Background: an optimization exercise with open tools, aiming at small area. Do not read the settings as production practice.
Only simulation tests tie the RTL to the original design; equivalence was not proved.

==> run A <==
==> flow/design.v (excerpt) <==
module game_top #(
    parameter logic [5:0] DEADLINE_START = 6'd15,
    parameter int         ITEM_SIZE      = 32
) (
    input  logic        posclk,
    input  logic        rst,
    input  logic        left,
    input  logic        right,
    input  logic        down,
    input  logic        up,
    input  logic        start,
    input  logic [2:0]  diff,
    output logic [10:0] block_x,
    output logic [9:0]  block_y,
    output logic [49:0] layer_top,
    output logic [43:0] item_x,
    output logic [39:0] item_y,
    output logic [3:0]  collected,
    output logic [5:0]  count,
    output logic        reminder1,
    output logic        reminder2,
    output logic        lose,
    output logic        win
);
==> flow/config.mk <==
export PLATFORM = sky130hd
export DESIGN_NAME = game_top
export DESIGN_NICKNAME = game_top
export VERILOG_FILES = /design/flow/design.v
export SDC_FILE = /design/flow/constraint.sdc
export NUM_CORES = 4
export LEC_CHECK = 0
export CAP_MARGIN = 20
export CORE_MARGIN = 2
export CORE_UTILIZATION = 40
export SLEW_MARGIN = 20
==> flow/constraint.sdc <==
create_clock -name core_clock -period 10.0 [get_ports {posclk}]
set_input_delay 2.0000 -clock core_clock [delete_from_list [all_inputs] [get_ports {posclk}]]
set_output_delay 2.0000 -clock core_clock [all_outputs]
set_load 0.01 [all_outputs]
standard.sh (not shown) runs the stock make flow with config.mk's settings and CLKGATE_MAP_FILE= SYNTH_SCRIPT=/design/flow/synth_recipe.tcl, a recipe that flattens the netlist after the stock synthesis.
==> flow/flow/run.sh <==
#!/bin/bash
# Standard synthesis; its combinational logic remapped for area by ABC (the flip-flops
# stay as synthesis made them) and kept only if a SAT proof shows it equal to the
# standard netlist; then the standard layout, with the smallest buffer on the ports
# and a clkbuf_8 clock tree without dummy loads.
set -euo pipefail
export BUFFER_PORTS_ARGS="-buffer_cell sky130_fd_sc_hd__buf_1"
export CTS_ARGS="-sink_clustering_enable -repair_clock_nets -buf_list sky130_fd_sc_hd__clkbuf_4 -root_buf sky130_fd_sc_hd__clkbuf_8 -sink_clustering_size 10 -dont_use_dummy_load"
bash standard.sh synth > synth.log 2>&1
R=orfs/results/$FLOW_PLATFORM/game_top/base
Y=$FLOW_HOME/../tools/install/yosys/bin/yosys
LIB=$FLOW_HOME/platforms/$FLOW_PLATFORM/lib/sky130_fd_sc_hd__tt_025C_1v80.lib
cp $R/1_2_yosys.v standard_netlist.v
export REMAP_LIB=$LIB REMAP_IN=standard_netlist.v REMAP_OUT=remapped_netlist.v
export REMAP_STAT=remap_stat.txt REMAP_TOP=$FLOW_TOP
export REMAP_DONT_USE="$(cat flow/dont_use.txt)"
export REMAP_SCRIPT="+strash;&get -n;&deepsyn -T 30;&put;&get -n;&dch -f;&nf -R 1000;&put"
if "$Y" -c flow/remap.tcl > remap.log 2>&1 \
   && bash flow/equiv.sh "$Y" standard_netlist.v remapped_netlist.v "$LIB" > equiv.log 2>&1; then
    echo "remapped netlist proven equal; using it" >> remap.log
    cp remapped_netlist.v $R/1_2_yosys.v
else
    echo "remap failed or not proven; keeping the standard netlist" >> remap.log
fi
bash standard.sh finish > finish.log 2>&1
Other scripts of this flow, unchanged in this note and not shown: flow/flow/cutff.py, flow/flow/dont_use.txt, flow/flow/equiv.sh, flow/flow/remap.tcl
==> run B (differences from run A) <==
--- a/flow/design.v
+++ b/flow/design.v
@@ -122,15 +122,17 @@
     logic [10:0] x_step;
     logic [9:0]  y_next;
     logic [10:0] y_sum;
     logic [9:0]  y_step;
     logic        landed;
     logic        respawn;
     logic [10:0] e;
-    logic [4:0]  f5;
+    logic        near;
+    logic        land_3;
+    logic [4:0]  land_e;
     logic [4:0]  land_f;
     logic        land_jump;
     logic        land_last;
     logic [4:0]  jump_ok;
     logic [4:0]  solid;
     assign block_x = bx;
     assign block_y = by;
@@ -142,30 +144,42 @@
         solid[4] = solid[1];
         jump_ok[1] = bx > 11'd295 && bx < 11'd423;
         jump_ok[0] = bx > 11'd895 && bx < 11'd1173;
         jump_ok[3] = bx > 11'd575 && bx < 11'd773;
         jump_ok[2] = jump_ok[0];
         jump_ok[4] = jump_ok[1];
         landed    = 1'b0;
-        land_f    = 5'd0;
+        land_e    = 5'd0;
+        land_3    = 1'b0;
         land_jump = 1'b0;
         land_last = 1'b0;
         for (int l = 0; l < 5; l++) begin
-            e  = gap_e[11*l +: 11];
-            f5 = add5(e[4:0], {2'b00, spd});
-            if (l == 3) f5 = e[4:0];             
-            if (!landed && !wrap_prev[l] && solid[l]
-                && (l == 3 ? e >= 11'd26 && e <= 11'd36
-                           : e >= 11'd22 && e <= 11'd36 && (f5 >= 5'd26 || f5 <= 5'd4))) begin
+            e = gap_e[11*l +: 11];
+            if (l == 3)                          
+                near = e >= 11'd26 && e <= 11'd36;
+            else if (e[10:6] != 5'd0)
+                near = 1'b0;
+            else begin
+                case (spd)
+                    3'd0:    near = e[5:0] >= 6'd26 && e[5:0] <= 6'd36;
+                    3'd1:    near = e[5:0] >= 6'd25 && e[5:0] <= 6'd35;
+                    3'd2:    near = e[5:0] >= 6'd24 && e[5:0] <= 6'd34;
+                    3'd3:    near = e[5:0] >= 6'd23 && e[5:0] <= 6'd33;
+                    default: near = e[5:0] >= 6'd22 && e[5:0] <= 6'd32;
+                endcase
+            end
+            if (!landed && !wrap_prev[l] && solid[l] && near) begin
                 landed    = 1'b1;
-                land_f    = f5;
+                land_e    = e[4:0];
+                land_3    = (l == 3);
                 land_jump = jump_ok[l];
                 land_last = (l == 4);
             end
         end
+        land_f = add5(land_e, land_3 ? 5'd0 : {2'b00, spd});
         respawn = by >= 10'd758;
         if (left && !right)
             x_step = 11'h7f7;                  
         else if (right && !left)
             x_step = 11'd9;
         else
             x_step = 11'd0;
--- a/flow/flow/run.sh
+++ b/flow/flow/run.sh
@@ -2,14 +2,15 @@
 # Standard synthesis; its combinational logic remapped for area by ABC (the flip-flops
 # stay as synthesis made them) and kept only if a SAT proof shows it equal to the
 # standard netlist; then the standard layout, with the smallest buffer on the ports
 # and a clkbuf_8 clock tree without dummy loads.
 set -euo pipefail
 export BUFFER_PORTS_ARGS="-buffer_cell sky130_fd_sc_hd__buf_1"
 export CTS_ARGS="-sink_clustering_enable -repair_clock_nets -buf_list sky130_fd_sc_hd__clkbuf_4 -root_buf sky130_fd_sc_hd__clkbuf_8 -sink_clustering_size 10 -dont_use_dummy_load"
+export SKIP_REPAIR_TIE_FANOUT=1
 bash standard.sh synth > synth.log 2>&1
 R=orfs/results/$FLOW_PLATFORM/game_top/base
 Y=$FLOW_HOME/../tools/install/yosys/bin/yosys
 LIB=$FLOW_HOME/platforms/$FLOW_PLATFORM/lib/sky130_fd_sc_hd__tt_025C_1v80.lib
 cp $R/1_2_yosys.v standard_netlist.v
 export REMAP_LIB=$LIB REMAP_IN=standard_netlist.v REMAP_OUT=remapped_netlist.v
 export REMAP_STAT=remap_stat.txt REMAP_TOP=$FLOW_TOP
==> flow/config.mk (replaced) <==
export PLATFORM = sky130hd
export DESIGN_NAME = game_top
export DESIGN_NICKNAME = game_top
export VERILOG_FILES = /design/flow/design.v
export SDC_FILE = /design/flow/constraint.sdc
export NUM_CORES = 4
export LEC_CHECK = 0
export CAP_MARGIN = 20
export CORE_MARGIN = 2
export CORE_UTILIZATION = 65
export PLACE_DENSITY = 0.75
export SLEW_MARGIN = 20
==> run K (differences from run A) <==
--- a/flow/design.v
+++ b/flow/design.v
@@ -73,32 +73,29 @@
             3'b100:  speed = 3'd4;
             default: speed = 3'd2;
         endcase
     end
     assign nby = ~{1'b0, by};
     always_comb begin
         for (int i = 0; i < 5; i++) begin
-            wrap_prev[i] = i != 3 && spd != 3'd0 && prev_top[10*i +: 10] >= 10'd765;
+            wrap_prev[i] = spd != 3'd0 && prev_top[10*i +: 10] >= 10'd765;
             gap_e[11*i +: 11] = add11({1'b0, prev_top[10*i +: 10]}, nby, 1'b0);
-            if (i == 3)
-                layer_top[10*i +: 10] = prev_top[10*i +: 10];
-            else if (wrap_prev[i])
+            if (wrap_prev[i])
                 layer_top[10*i +: 10] = 10'd10;
             else
                 layer_top[10*i +: 10] = add10(prev_top[10*i +: 10], {7'd0, spd});
             wrap[i] = layer_top[10*i +: 10] >= 10'd765;
         end
     end
     always_ff @(posedge posclk) begin
         if (rst) begin
             prev_top <= {10'd830, 10'd660, 10'd500, 10'd320, 10'd150};
             spd      <= 3'd0;
         end else begin
             prev_top <= layer_top;
-            prev_top[39:30] <= wrap[3] ? 10'd10 : add10(layer_top[39:30], {7'd0, speed});
             spd      <= speed;
         end
     end
     logic [3:0] cnt;
     logic       dec;
     logic       tick;
     logic [4:0] cnt_dec;
@@ -148,18 +145,16 @@
         landed    = 1'b0;
         land_f    = 5'd0;
         land_jump = 1'b0;
         land_last = 1'b0;
         for (int l = 0; l < 5; l++) begin
             e  = gap_e[11*l +: 11];
             f5 = add5(e[4:0], {2'b00, spd});
-            if (l == 3) f5 = e[4:0];             
-            if (!landed && !wrap_prev[l] && solid[l]
-                && (l == 3 ? e >= 11'd26 && e <= 11'd36
-                           : e >= 11'd22 && e <= 11'd36 && (f5 >= 5'd26 || f5 <= 5'd4))) begin
+            if (!landed && !wrap_prev[l] && e >= 11'd22 && e <= 11'd36
+                && (f5 >= 5'd26 || f5 <= 5'd4) && solid[l]) begin
                 landed    = 1'b1;
                 land_f    = f5;
                 land_jump = jump_ok[l];
                 land_last = (l == 4);
             end
         end
         respawn = by >= 10'd758;
--- a/flow/flow/run.sh
+++ b/flow/flow/run.sh
@@ -1,15 +1,15 @@
 #!/bin/bash
 # Standard synthesis; its combinational logic remapped for area by ABC (the flip-flops
 # stay as synthesis made them) and kept only if a SAT proof shows it equal to the
 # standard netlist; then the standard layout, with the smallest buffer on the ports
 # and a clkbuf_8 clock tree without dummy loads.
 set -euo pipefail
 export BUFFER_PORTS_ARGS="-buffer_cell sky130_fd_sc_hd__buf_1"
-export CTS_ARGS="-sink_clustering_enable -repair_clock_nets -buf_list sky130_fd_sc_hd__clkbuf_4 -root_buf sky130_fd_sc_hd__clkbuf_8 -sink_clustering_size 10 -dont_use_dummy_load"
+export CTS_ARGS="-sink_clustering_enable -repair_clock_nets -buf_list sky130_fd_sc_hd__clkbuf_8 -dont_use_dummy_load"
 bash standard.sh synth > synth.log 2>&1
 R=orfs/results/$FLOW_PLATFORM/game_top/base
 Y=$FLOW_HOME/../tools/install/yosys/bin/yosys
 LIB=$FLOW_HOME/platforms/$FLOW_PLATFORM/lib/sky130_fd_sc_hd__tt_025C_1v80.lib
 cp $R/1_2_yosys.v standard_netlist.v
 export REMAP_LIB=$LIB REMAP_IN=standard_netlist.v REMAP_OUT=remapped_netlist.v
 export REMAP_STAT=remap_stat.txt REMAP_TOP=$FLOW_TOP
==> impl_metrics.toml <==
[grt]
grt_max_degree = 77
met2_usage_pct = 35.4

[die]
taps = 270

[pwr]
comb-power_mw = 1.57
power_switching_mw = 1.20
p_leak_nw = 3.08

[timing]
slew_headroom_pct = 38.8

[run_status]
status = "complete, no violations"

[worst_hold_path]
whs_path_depth = 1

[logic_synthesis]
syn_area_per_cell_um2 = 7.25

[route]
wl_met3_um = 1360
Source of the figures above: run K

==> impl_metrics.toml <==
[run_status]
status = "complete, no violations"

[die]
taps = 147

[clock_network]
h-tree-depth = 3

[logic_synthesis]
syn_area_per_cell_um2 = 7.09

[timing]
final.setup_skew_ns = 0.0178
slew_headroom_pct = 25.0

[grt]
grt_max_degree = 50

[pwr]
power_switching_mw = 0.931
p_leak_nw = 2.89

[worst_hold_path]
whs_path_depth = 2

[route]
wl_met3_um = 1620

[finish]
n_antenna_cell = 0
Source of the figures above: run B

==> impl_metrics.toml <==
[timing]
setup_viol = 0

[worst_hold_path]
hold_path.class = "flop to flop"
whs_path_depth = 2

[pwr]
p_leak_nw = 3.13
comb-power_mw = 1.28
power_switching_mw = 1.02

[run_status]
status = "complete, no violations"

[grt]
grt_max_degree = 64
met2_usage_pct = 39.3

[route]
wl_met3_um = 1550
vias = 8437

[die]
taps = 265
Source of the figures above: run A

## port drivers added, routing unchanged
Ports are ideal in the flow. The routed layouts listed here were re-timed in OpenROAD.
Step 1 assumes that a clkbuf_16 drives the clock port and a buf_2 every other input.
Step 2, shift: input delay + t, output delay - t, t = (earliest + latest rising clock arrival at the registers) / 2. This alone moves slack from input paths to output paths.
Three values: ideal, step 1, step 2; two values: the first two.
| run | t, ns | setup WS [ns] | worst hold slack (ns) | worst data-port slew with drivers (ns) | pins driven straight from the clock port |
|---|---|---|---|---|---|
| run A | 0.425 | 2.188 / 2.188 / 2.188 | 0.555 / 0.555 / 0.555 | 0.03 | 1 |
| run B | 0.412 | 1.957 / 1.957 / 1.957 | 0.533 / 0.533 / 0.533 | 0.03 | 1 |
| run K | 0.419 | 1.942 / 1.942 / 1.942 | 0.562 / 0.562 / 0.562 | 0.06 | 1 |
After both steps every run listed still meets setup and hold.
